This is an optimization exercise on Yosys and OpenROAD, whose aim is small area, a short achievable clock period and few clock cycles per item, not a production implementation. Where RTL was checked, it was by simulation tests only, not by an equivalence proof against the original. Power and IR drop assume default switching activity.

==> flow/design.v <==
module muldiv_unit #(
  parameter int XLEN = 32
) (
  input  logic            clk_i,
  input  logic            rst_i,
  input  logic            flush_i,
  input  logic            valid_i,
  output logic            ready_o,
  input  logic [2:0]      op_i,
  input  logic [XLEN-1:0] rs1_i,
  input  logic [XLEN-1:0] rs2_i,
  input  logic [4:0]      rd_addr_i,
  output logic            valid_o,
  input  logic            ready_i,
  output logic [XLEN-1:0] result_o,
  output logic [4:0]      rd_addr_o
);
  localparam logic [1:0] F_EMPTY = 2'd0;
  localparam logic [1:0] F_RAW   = 2'd1;
  localparam logic [1:0] F_ABS   = 2'd2;
  localparam logic [1:0] E_IDLE = 2'd0;
  localparam logic [1:0] E_ITER = 2'd1;
  localparam logic [1:0] E_F1   = 2'd2;
  localparam logic [1:0] E_F2   = 2'd3;
  function automatic logic [4:0] msb_pos(input logic [31:0] x);
    logic [15:0] y16;
    logic [7:0]  y8;
    logic [3:0]  y4;
    logic [1:0]  y2;
    logic [4:0]  p;
    p[4] = |x[31:16];
    y16  = p[4] ? x[31:16] : x[15:0];
    p[3] = |y16[15:8];
    y8   = p[3] ? y16[15:8] : y16[7:0];
    p[2] = |y8[7:4];
    y4   = p[2] ? y8[7:4] : y8[3:0];
    p[1] = |y4[3:2];
    y2   = p[1] ? y4[3:2] : y4[1:0];
    p[0] = y2[1];
    msb_pos = p;
  endfunction
  function automatic logic [4:0] tz_cnt(input logic [31:0] x);
    logic [31:0] rev;
    for (int i = 0; i < 32; i++) rev[i] = x[31-i];
    tz_cnt = ~msb_pos(rev);
  endfunction
  logic [1:0]  fst_q;
  logic [2:0]  fop_q;
  logic [4:0]  frd_q;
  logic [31:0] fa_q;     
  logic [31:0] fb_q;     
  logic [4:0]  fpa_q, fpb_q;
  logic        fza_q, fzb_q;
  logic        fneg_q;
  logic        fcin_q;   
  logic [1:0]  est_q;
  logic [2:0]  op_q;
  logic [4:0]  rd_q;
  logic [33:0] r_q;      
  logic [33:0] c_q;      
  logic        ci_q;     
  logic [31:0] m_q;      
  logic [31:0] x_q;      
  logic [4:0]  cnt_q;    
  logic [1:0]  j_q;      
  logic        neg_q;    
  logic        lo_q;     
  logic        usecpa_q;  
  logic        cin_q;    
  logic        ready_q;
  logic        vo_q;
  logic [31:0] res_q;
  logic [4:0]  rdo_q;
  assign ready_o   = ready_q;
  assign valid_o   = vo_q;
  assign result_o  = res_q;
  assign rd_addr_o = rdo_q;
  logic accept;
  assign accept = valid_i & ready_q & ~flush_i;
  logic is_mul;
  assign is_mul = ~op_q[2];
  logic        sa_en, sb_en, na, nb;
  logic [31:0] abs_a, abs_b;
  always_comb begin
    sa_en = (fop_q == 3'd0) | (fop_q == 3'd1) | (fop_q == 3'd2) | (fop_q == 3'd4) | (fop_q == 3'd6);
    sb_en = (fop_q == 3'd0) | (fop_q == 3'd1) | (fop_q == 3'd4) | (fop_q == 3'd6);
    na    = sa_en & fa_q[31];
    nb    = sb_en & fb_q[31];
    abs_a = na ? (~fa_q + 32'd1) : fa_q;
    abs_b = nb ? (~fb_q + 32'd1) : fb_q;
  end
  logic        f_mul;
  logic        a_le_b;
  logic [4:0]  pm;
  logic [4:0]  dsh;
  logic        mneg;
  always_comb begin
    f_mul  = ~fop_q[2];
    a_le_b = (fpa_q <= fpb_q);
    pm     = a_le_b ? fpa_q : fpb_q;
    dsh    = fpa_q - fpb_q;
    mneg   = fneg_q & (fop_q == 3'd0) & ~fza_q & ~fzb_q;
  end
  localparam int W = 42;
  logic [W-1:0] pp [8];
  logic [W-1:0] acs, acc;
  logic [W-1:0] s1, c1, s2, c2, s3, c3, s4, c4, s5, c5, s6, c6, s7, c7, s8, c8;
  logic [8:0]   low9;
  always_comb begin
    acs = {{(W-34){1'b0}}, r_q};
    acc = {{(W-34){1'b0}}, c_q};
    for (int i = 0; i < 8; i++) begin
      pp[i] = {W{x_q[i]}} & ({{(W-32){1'b0}}, m_q} << i);
    end
    s1 = acs ^ acc ^ pp[0];
    c1 = ((acs & acc) | (acs & pp[0]) | (acc & pp[0])) << 1;
    s2 = pp[1] ^ pp[2] ^ pp[3];
    c2 = ((pp[1] & pp[2]) | (pp[1] & pp[3]) | (pp[2] & pp[3])) << 1;
    s3 = pp[4] ^ pp[5] ^ pp[6];
    c3 = ((pp[4] & pp[5]) | (pp[4] & pp[6]) | (pp[5] & pp[6])) << 1;
    s4 = s1 ^ c1 ^ s2;
    c4 = ((s1 & c1) | (s1 & s2) | (c1 & s2)) << 1;
    s5 = c2 ^ s3 ^ c3;
    c5 = ((c2 & s3) | (c2 & c3) | (s3 & c3)) << 1;
    s6 = s4 ^ c4 ^ s5;
    c6 = ((s4 & c4) | (s4 & s5) | (c4 & s5)) << 1;
    s7 = s6 ^ c6 ^ c5;
    c7 = ((s6 & c6) | (s6 & c5) | (c6 & c5)) << 1;
    s8 = s7 ^ c7 ^ pp[7];
    c8 = ((s7 & c7) | (s7 & pp[7]) | (c7 & pp[7])) << 1;
    low9 = {1'b0, s8[7:0]} + {1'b0, c8[7:0]} + {8'd0, ci_q};
  end
  logic [33:0] add_s;
  always_comb begin
    add_s  = r_q + c_q + {33'd0, ci_q};
  end
  logic [34:0] t1;       
  logic [35:0] d3a, d3b, d3s, d3c;
  logic [35:0] t3;       
  logic        q1, q0;
  logic [33:0] dnext;
  always_comb begin
    t1  = {1'b0, r_q} + {c_q, 1'b1} + 35'd1;
    d3a = {1'b1, c_q, 1'b1};
    d3b = {2'b11, c_q};
    d3s = {2'b00, r_q} ^ d3a ^ d3b;
    d3c = ((({2'b00, r_q} & d3a) | ({2'b00, r_q} & d3b) | (d3a & d3b)) << 1) | 36'd1;
    t3  = d3s + d3c + 36'd1;
    q1  = ~t1[34];
    q0  = q1 ? ~t3[35] : ~add_s[33];
    if (q1) dnext = q0 ? t3[33:0] : t1[33:0];
    else    dnext = q0 ? add_s : r_q;
  end
  logic [63:0] fsrc_a;
  logic [63:0] fsh_a;
  logic [31:0] fval_b;
  logic [31:0] fres;
  always_comb begin
    fsrc_a = lo_q ? {add_s[31:0], x_q} : {32'd0, add_s[31:0]};
    fsh_a  = fsrc_a >> {j_q, 3'b000};
    fval_b = lo_q ? x_q : (r_q[31:0] >> {j_q, 3'b000});
    if (usecpa_q) fres = fsh_a[31:0];
    else          fres = (fval_b ^ {32{neg_q}}) + {31'd0, neg_q & cin_q};
  end
  logic [1:0]  fst_d, est_d;
  logic        vo_d;
  logic        fix_done;
  logic        eng_load;
  always_comb begin
    fix_done = (est_q == E_F2) & (~vo_q | ready_i);
    eng_load = (fst_q == F_ABS) & ((est_q == E_IDLE) | fix_done);
    fst_d = fst_q;
    if (fst_q == F_RAW) fst_d = F_ABS;
    if (eng_load) fst_d = F_EMPTY;
    if (accept) fst_d = F_RAW;
    if (flush_i) fst_d = F_EMPTY;
    est_d = est_q;
    case (est_q)
      E_ITER: if (cnt_q == 5'd0) est_d = (is_mul & ~usecpa_q) ? E_F1 : E_F2;
      E_F1:   est_d = E_F2;
      E_F2:   if (fix_done) est_d = E_IDLE;
      default: est_d = est_q;
    endcase
    if (eng_load) begin
      if (f_mul) est_d = (fza_q | fzb_q) ? E_F2 : E_ITER;
      else       est_d = (fzb_q | fza_q | (fpa_q < fpb_q)) ? E_F2 : E_ITER;
    end
    if (flush_i) est_d = E_IDLE;
    vo_d = vo_q;
    if (ready_i) vo_d = 1'b0;
    if (fix_done) vo_d = 1'b1;
    if (flush_i) vo_d = 1'b0;
  end
  always_ff @(posedge clk_i) begin
    if (rst_i) begin
      fst_q   <= F_EMPTY;
      est_q   <= E_IDLE;
      vo_q    <= 1'b0;
      ready_q <= 1'b1;
    end else begin
      fst_q   <= fst_d;
      est_q   <= est_d;
      vo_q    <= vo_d;
      ready_q <= (fst_d == F_EMPTY) |
                 ((fst_d == F_ABS) & ((est_d == E_IDLE) | ((est_d == E_F2) & ~vo_d)));
    end
  end
  always_ff @(posedge clk_i) begin
    if (fix_done) begin
      res_q <= fres;
      rdo_q <= rd_q;
    end
  end
  always_ff @(posedge clk_i) begin
    if (accept) begin
      fop_q <= op_i;
      frd_q <= rd_addr_i;
      fa_q  <= rs1_i;
      fb_q  <= rs2_i;
    end else if (fst_q == F_RAW) begin
      fa_q   <= abs_a;
      fb_q   <= abs_b;
      fpa_q  <= msb_pos(abs_a);
      fpb_q  <= msb_pos(abs_b);
      fza_q  <= (fa_q == 32'd0);
      fzb_q  <= (fb_q == 32'd0);
      if (~fop_q[2] & (fop_q != 3'd0)) begin
        fcin_q <= (fa_q == 32'd0) | (fb_q == 32'd0) | ((6'(tz_cnt(fa_q)) + 6'(tz_cnt(fb_q))) >= 6'd32);
      end else begin
        fcin_q <= 1'b1;
      end
      if (~fop_q[2]) fneg_q <= na ^ nb;
      else if (fop_q[1]) fneg_q <= na;
      else fneg_q <= (na ^ nb) & (fb_q != 32'd0);
    end
  end
  always_ff @(posedge clk_i) begin
    if (eng_load) begin
      op_q  <= fop_q;
      rd_q  <= frd_q;
      neg_q <= fneg_q;
      cin_q <= fcin_q;
      usecpa_q <= f_mul & (~fneg_q | (fop_q == 3'd0));
      if (f_mul) begin
        ci_q  <= 1'b0;
        r_q   <= mneg ? {2'b00, (a_le_b ? fa_q : fb_q)} : 34'd0;
        c_q   <= '0;
        m_q   <= (a_le_b ? fb_q : fa_q) ^ {32{mneg}};
        x_q   <= (fza_q | fzb_q) ? 32'd0 : (a_le_b ? fa_q : fb_q);
        cnt_q <= {3'd0, pm[4:3]};
        j_q   <= ~pm[4:3];
        lo_q  <= (fop_q[1:0] == 2'd0);
      end else begin
        r_q   <= {2'b00, fa_q};
        c_q   <= ~{2'b00, fb_q << {dsh[4:1], 1'b0}};
        ci_q  <= 1'b1;
        j_q   <= 2'd0;
        lo_q  <= ~fop_q[1];
        x_q   <= fzb_q ? 32'hFFFF_FFFF : 32'd0;
        cnt_q <= {1'b0, dsh[4:1]};
      end
    end else begin
      case (est_q)
        E_ITER: begin
          cnt_q <= cnt_q - 5'd1;
          if (is_mul) begin
            r_q  <= s8[41:8];
            c_q  <= c8[41:8];
            ci_q <= low9[8];
            x_q  <= {low9[7:0], x_q[31:8]};
          end else begin
            r_q <= dnext;
            x_q <= {x_q[29:0], q1, q0};
            c_q <= {2'b11, c_q[33:2]};
          end
        end
        E_F1: begin
          r_q <= add_s;
        end
        default: ;
      endcase
    end
  end
endmodule
Settings: LEC_CHECK=0, CAP_MARGIN=20, CORE_MARGIN=2, CORE_UTILIZATION=40, SLEW_MARGIN=20; clock period 12.0 ns.
standard.sh (not shown) runs the stock make flow with config.mk's settings and CLKGATE_MAP_FILE= SYNTH_SCRIPT=/design/flow/synth_recipe.tcl, a recipe that flattens the netlist after the stock synthesis.
==> flow/flow/run.sh <==
#!/bin/bash
set -euo pipefail
export SETUP_SLACK_MARGIN=8
bash standard.sh > standard_flow.log 2>&1
Testbench counts at the start, summed over its fixed seeds: cycles 12,459, ops 3,200.
Then changed:
--- a/flow/design.v
+++ b/flow/design.v
@@ -40,9 +40,4 @@
     msb_pos = p;
   endfunction
-  function automatic logic [4:0] tz_cnt(input logic [31:0] x);
-    logic [31:0] rev;
-    for (int i = 0; i < 32; i++) rev[i] = x[31-i];
-    tz_cnt = ~msb_pos(rev);
-  endfunction
   logic [1:0]  fst_q;
   logic [2:0]  fop_q;
@@ -53,5 +48,4 @@
   logic        fza_q, fzb_q;
   logic        fneg_q;
-  logic        fcin_q;   
   logic [1:0]  est_q;
   logic [2:0]  op_q;
@@ -65,7 +59,4 @@
   logic [1:0]  j_q;      
   logic        neg_q;    
-  logic        lo_q;     
-  logic        usecpa_q;  
-  logic        cin_q;    
   logic        ready_q;
   logic        vo_q;
@@ -94,5 +85,4 @@
   logic [4:0]  pm;
   logic [4:0]  dsh;
-  logic        mneg;
   always_comb begin
     f_mul  = ~fop_q[2];
@@ -100,5 +90,4 @@
     pm     = a_le_b ? fpa_q : fpb_q;
     dsh    = fpa_q - fpb_q;
-    mneg   = fneg_q & (fop_q == 3'd0) & ~fza_q & ~fzb_q;
   end
   localparam int W = 42;
@@ -152,14 +141,24 @@
     else    dnext = q0 ? add_s : r_q;
   end
-  logic [63:0] fsrc_a;
-  logic [63:0] fsh_a;
-  logic [31:0] fval_b;
+  logic [63:0] fsrc;
+  logic [63:0] fsh;
+  logic [31:0] fval;
+  logic [31:0] lomask;
+  logic        lo_zero;
+  logic        fcin;
   logic [31:0] fres;
   always_comb begin
-    fsrc_a = lo_q ? {add_s[31:0], x_q} : {32'd0, add_s[31:0]};
-    fsh_a  = fsrc_a >> {j_q, 3'b000};
-    fval_b = lo_q ? x_q : (r_q[31:0] >> {j_q, 3'b000});
-    if (usecpa_q) fres = fsh_a[31:0];
-    else          fres = (fval_b ^ {32{neg_q}}) + {31'd0, neg_q & cin_q};
+    fsrc    = (op_q == 3'd0) ? {r_q[31:0], x_q} : {32'd0, r_q[31:0]};
+    fsh     = fsrc >> {j_q, 3'b000};
+    lomask  = ~(32'hFFFF_FFFF << {j_q, 3'b000});
+    lo_zero = (x_q == 32'd0) & ((r_q[31:0] & lomask) == 32'd0);
+    if (is_mul) begin
+      fval = fsh[31:0];
+      fcin = (op_q == 3'd0) | lo_zero;
+    end else begin
+      fval = op_q[1] ? r_q[31:0] : x_q;
+      fcin = 1'b1;
+    end
+    fres = (fval ^ {32{neg_q}}) + {31'd0, neg_q & fcin};
   end
   logic [1:0]  fst_d, est_d;
@@ -177,5 +176,5 @@
     est_d = est_q;
     case (est_q)
-      E_ITER: if (cnt_q == 5'd0) est_d = (is_mul & ~usecpa_q) ? E_F1 : E_F2;
+      E_ITER: if (cnt_q == 5'd0) est_d = is_mul ? E_F1 : E_F2;
       E_F1:   est_d = E_F2;
       E_F2:   if (fix_done) est_d = E_IDLE;
@@ -225,9 +224,4 @@
       fza_q  <= (fa_q == 32'd0);
       fzb_q  <= (fb_q == 32'd0);
-      if (~fop_q[2] & (fop_q != 3'd0)) begin
-        fcin_q <= (fa_q == 32'd0) | (fb_q == 32'd0) | ((6'(tz_cnt(fa_q)) + 6'(tz_cnt(fb_q))) >= 6'd32);
-      end else begin
-        fcin_q <= 1'b1;
-      end
       if (~fop_q[2]) fneg_q <= na ^ nb;
       else if (fop_q[1]) fneg_q <= na;
@@ -240,21 +234,16 @@
       rd_q  <= frd_q;
       neg_q <= fneg_q;
-      cin_q <= fcin_q;
-      usecpa_q <= f_mul & (~fneg_q | (fop_q == 3'd0));
       if (f_mul) begin
         ci_q  <= 1'b0;
-        r_q   <= mneg ? {2'b00, (a_le_b ? fa_q : fb_q)} : 34'd0;
+        r_q   <= '0;
         c_q   <= '0;
-        m_q   <= (a_le_b ? fb_q : fa_q) ^ {32{mneg}};
+        m_q   <= a_le_b ? fb_q : fa_q;
         x_q   <= (fza_q | fzb_q) ? 32'd0 : (a_le_b ? fa_q : fb_q);
         cnt_q <= {3'd0, pm[4:3]};
         j_q   <= ~pm[4:3];
-        lo_q  <= (fop_q[1:0] == 2'd0);
       end else begin
         r_q   <= {2'b00, fa_q};
         c_q   <= ~{2'b00, fb_q << {dsh[4:1], 1'b0}};
         ci_q  <= 1'b1;
-        j_q   <= 2'd0;
-        lo_q  <= ~fop_q[1];
         x_q   <= fzb_q ? 32'hFFFF_FFFF : 32'd0;
         cnt_q <= {1'b0, dsh[4:1]};
Result: The new run produced a clean layout. Via count shrinks by 8.0%. Hold slack barely changes. Sequential power stays flat. Design area shrinks by 2.1%. Setup slack gets better by 160 ps.
No functional check of the RTL was part of the second run of this note.

what the ideal ports hide:
The flow's constraints put no driver on any port. The routed layouts listed below were extracted and timed again, unchanged, in two steps.
Step 1 (the two cells are an assumption about what drives the block):
set clk [get_ports {clk_i}]
set_driving_cell -lib_cell sky130_fd_sc_hd__clkbuf_16 $clk
set_driving_cell -lib_cell sky130_fd_sc_hd__buf_2 [delete_from_list [all_inputs] $clk]
Step 2 adds t to the input delays and takes it off the output delays; t is the mean of the earliest and latest rising clock arrival at the registers after step 1. Input paths then give back, and output paths get back, about the clock's delay inside the block.
a / b / c = no drivers / after step 1 / after step 2; a / b = the first two.
| run | t, ns | setup WS [ns] | latest minus earliest clock arrival (ns) | worst data-port slew with drivers (ns) |
|---|---|---|---|---|
| the first run | 0.705 | 7.351 / 7.351 / 7.137 | 0.053 / 0.052 | 0.07 |
| the second run | 0.631 | 7.509 / 7.509 / 7.427 | 0.022 / 0.022 | 0.07 |
After both steps setup and hold are still met in every run listed. The setup slack of the first run, which loses most, moves by 0.000 ns with the drivers and by -0.214 ns with both steps.
